Source: an optimization exercise on an open RTL-to-GDS flow (aim: a short achievable clock period and few clock cycles). Production flows keep margins and buffers that such runs may drop. The RTL was checked by simulation tests, not by an equivalence proof against the original design. Power and IR drop assume default switching activity.

## 08-02
Design rv32i_core, start of the top module:
module rv32i_core (
    input  logic        clk,
    input  logic        reset_i,
    input  logic        imem_ready_i,
    input  logic [31:0] imem_data_i,
    output logic [31:0] imem_addr_o,
    output logic        commit_valid_o,
    output logic [31:0] commit_pc_o,
    output logic [4:0]  commit_rd_o,
    output logic        commit_reg_write_o,
    output logic [31:0] commit_wdata_o,
    output logic        commit_mem_write_o,
    output logic [31:0] commit_store_addr_o,
    output logic [31:0] commit_store_data_o
);
Size: about 3,100 flip-flops, about 200 I/O pins.
Settings: LEC_CHECK=0, ABC_CLOCK_PERIOD_IN_PS=2500, CAP_MARGIN=20, CELL_PAD_IN_SITES_DETAIL_PLACEMENT=1, CELL_PAD_IN_SITES_GLOBAL_PLACEMENT=1, CORE_MARGIN=2, CORE_UTILIZATION=40, PLACE_DENSITY=0.5, SETUP_SLACK_MARGIN=5, SLEW_MARGIN=20; clock period 8.0 ns.
run.sh (not shown) runs the stock make flow with config.mk's settings and CLKGATE_MAP_FILE= SYNTH_SCRIPT=/design/flow/synth_recipe.tcl, a recipe that flattens the netlist after the stock synthesis.
Testbench counts of 08-02, summed over its fixed seeds: cycles 41,637.
Input changes introduced in 06-23 (baseline for comparison: 08-02):
diff --git a/flow/design.v b/flow/design.v
--- a/flow/design.v
+++ b/flow/design.v
@@ -109,23 +109,23 @@
     logic [6:0]  f7;
     logic [4:0]  rs1, rs2, rd;
     logic        is_op, is_addi, is_lui, is_br, is_jal, is_sw, legal;
     logic        op_add, op_sub, op_and, op_or, op_xor, op_slt;
     logic [31:0] imm_i, imm_s, imm_u;
     logic [29:0] off_b;
     logic [29:0] d_tgt;
     logic        d_pred;
     logic        d_go;
     logic        d_redir;
     logic [31:0] rs1_oh, rs2_oh;
-    logic [31:0] rf1, rf2, rv1, rv2;
+    logic [31:0] rf1, rf2;
     logic        d_rw;
     assign opc = d_ins[6:0];
     assign f3  = d_ins[14:12];
     assign f7  = d_ins[31:25];
     assign rs1 = d_ins[19:15];
     assign rs2 = d_ins[24:20];
     assign rd  = d_ins[11:7];
     assign op_add = (f7 == 7'b0000000) && (f3 == 3'b000);
     assign op_sub = (f7 == 7'b0100000) && (f3 == 3'b000);
     assign op_and = (f7 == 7'b0000000) && (f3 == 3'b111);
     assign op_or  = (f7 == 7'b0000000) && (f3 == 3'b110);
@@ -158,32 +158,41 @@
         for (int i = 0; i < 32; i++) begin
             rs1_oh[i] = (i != 0) && (rs1 == 5'(i));
             rs2_oh[i] = (i != 0) && (rs2 == 5'(i));
         end
         rf1 = '0;
         rf2 = '0;
         for (int i = 1; i < 32; i++) begin
             rf1 = rf1 | ({32{rs1_oh[i] && r_ok[i]}} & regs[i]);
             rf2 = rf2 | ({32{rs2_oh[i] && r_ok[i]}} & regs[i]);
         end
     end
-    assign rv1 = (w_rw && w_rd == rs1) ? w_res : rf1;
-    assign rv2 = (w_rw && w_rd == rs2) ? w_res : rf2;
+    logic byp1, byp2;
+    assign byp1 = w_rw && w_rd == rs1;
+    assign byp2 = w_rw && w_rd == rs2;
     assign d_rw = (is_op || is_addi || is_lui || is_jal) && (rd != 5'd0);
-    logic        fw1, fw2, sub_n;
-    logic [31:0] opb;
+    logic        fw1, fw2, fwb, sub_n;
+    logic        a_rf, b_rf;
+    logic [31:0] a_o, b_o, a_n, b_n, s_n;
     assign fw1   = !is_lui && !is_jal && e_rw && (e_rd == rs1);
     assign fw2   = e_rw && (e_rd == rs2);
+    assign fwb   = is_op && fw2;
     assign sub_n = is_op && (op_sub || op_slt);
-    assign opb   = is_op ? (fw2 ? res : rv2) :
+    assign a_rf  = !is_lui && !is_jal && !byp1;
+    assign a_o   = is_jal ? {d_pc1, 2'b00} : ((!is_lui && byp1) ? w_res : 32'd0);
+    assign a_n   = fw1 ? res : (a_rf ? rf1 : a_o);
+    assign b_rf  = is_op && !byp2;
+    assign b_o   = is_op ? w_res :
                    (is_jal ? 32'd0 : (is_lui ? imm_u : (is_sw ? imm_s : imm_i)));
+    assign b_n   = fwb ? res : (b_rf ? rf2 : b_o);
+    assign s_n   = fw2 ? res : (byp2 ? w_res : rf2);
     logic        e_ok;
     logic [31:0] a, b, s, sum, res;
     logic        eq, taken, lt;
     logic        e_mis;
     assign e_ok = !m_q && !e_bad;
     assign a   = e_a;
     assign b   = e_b;
     assign s   = e_s;
     assign sum = a + e_bx + {31'b0, e_sub};
     assign lt  = (a[31] ^ b[31]) ? a[31] : sum[31];
     assign res = ({32{e_add}} & sum)
@@ -246,26 +255,26 @@
             e_rw <= 1'b0;
             e_mw <= 1'b0;
             e_br <= 1'b0;
         end else begin
             e_v   <= d_go && legal;
             e_bad <= d_go && !d_mem && d_bad;
             e_rw <= d_go && d_rw;
             e_mw <= d_go && is_sw;
             e_br <= d_go && is_br;
         end
         e_pc   <= d_pc;
-        e_a    <= fw1 ? res : (is_jal ? {d_pc1, 2'b00} : (is_lui ? 32'd0 : rv1));
-        e_b    <= opb;
-        e_bx   <= opb ^ {32{sub_n}};
-        e_s    <= fw2 ? res : rv2;
+        e_a    <= a_n;
+        e_b    <= b_n;
+        e_bx   <= b_n ^ {32{sub_n}};
+        e_s    <= s_n;
         e_sub  <= sub_n;
         e_add  <= !(is_op && (op_and || op_or || op_xor || op_slt));
         e_and  <= is_op && op_and;
         e_or   <= is_op && op_or;
         e_xor  <= is_op && op_xor;
         e_slt  <= is_op && op_slt;
         e_rd   <= rd;
         e_bne  <= f3[0];
         e_pred <= d_pred;
         e_pc1  <= d_pc1;
         e_offb <= off_b;
Notes after the runs:
Portion of total power attributed to the clock network: 06-23 vs 08-02 down 0.2 points
06-23: layout overhead on the synthesized area is 0.82 points higher than what 08-02 reported.
Taking 08-02 as the reference point, the met1 layer wirelength in the final routing of 06-23 rises by 3.7%.
Against 08-02, 06-23 reports a wire length of the first global-routing pass that is higher.
Higher met1 track demand over resource in global routing was reported by 06-23, not 08-02.
Compared with 08-02, in 06-23 final area climbed about 1.3%, routing usage on met3 rose 1.7 points.
06-23 reports its slowest cell on the critical path as nor4_4 while 08-02 reports nor3_4.
Testbench counts of 06-23, summed over its fixed seeds: cycles 41,637.

-- static timing again, ports no longer ideal --
Ports are ideal in the flow. The routed layouts listed here were re-timed in OpenROAD.
Step 1: set_driving_cell puts a clkbuf_16 on clk and a buf_2 on each other input, an assumption about the parent block.
Step 2 times the ports against the registers' clock, not the clock port: input delays grow and output delays shrink by t, the midpoint of the rising clock arrivals with the driver on.
Slacks: ideal ports / drivers / drivers and shift; pairs: ideal ports / drivers.
run	shift t [ns]	slack for setup (ns)	slew at the worst register clock pin (ns)
08-02	1.055	4.582 / 4.582 / 3.822	0.08 / 0.08
06-23	1.051	4.513 / 4.513 / 3.870	0.07 / 0.07
After both steps setup and hold are still met in every run listed. The setup slack of 08-02, which loses most, moves by 0.000 ns with the drivers and by -0.760 ns with both steps.
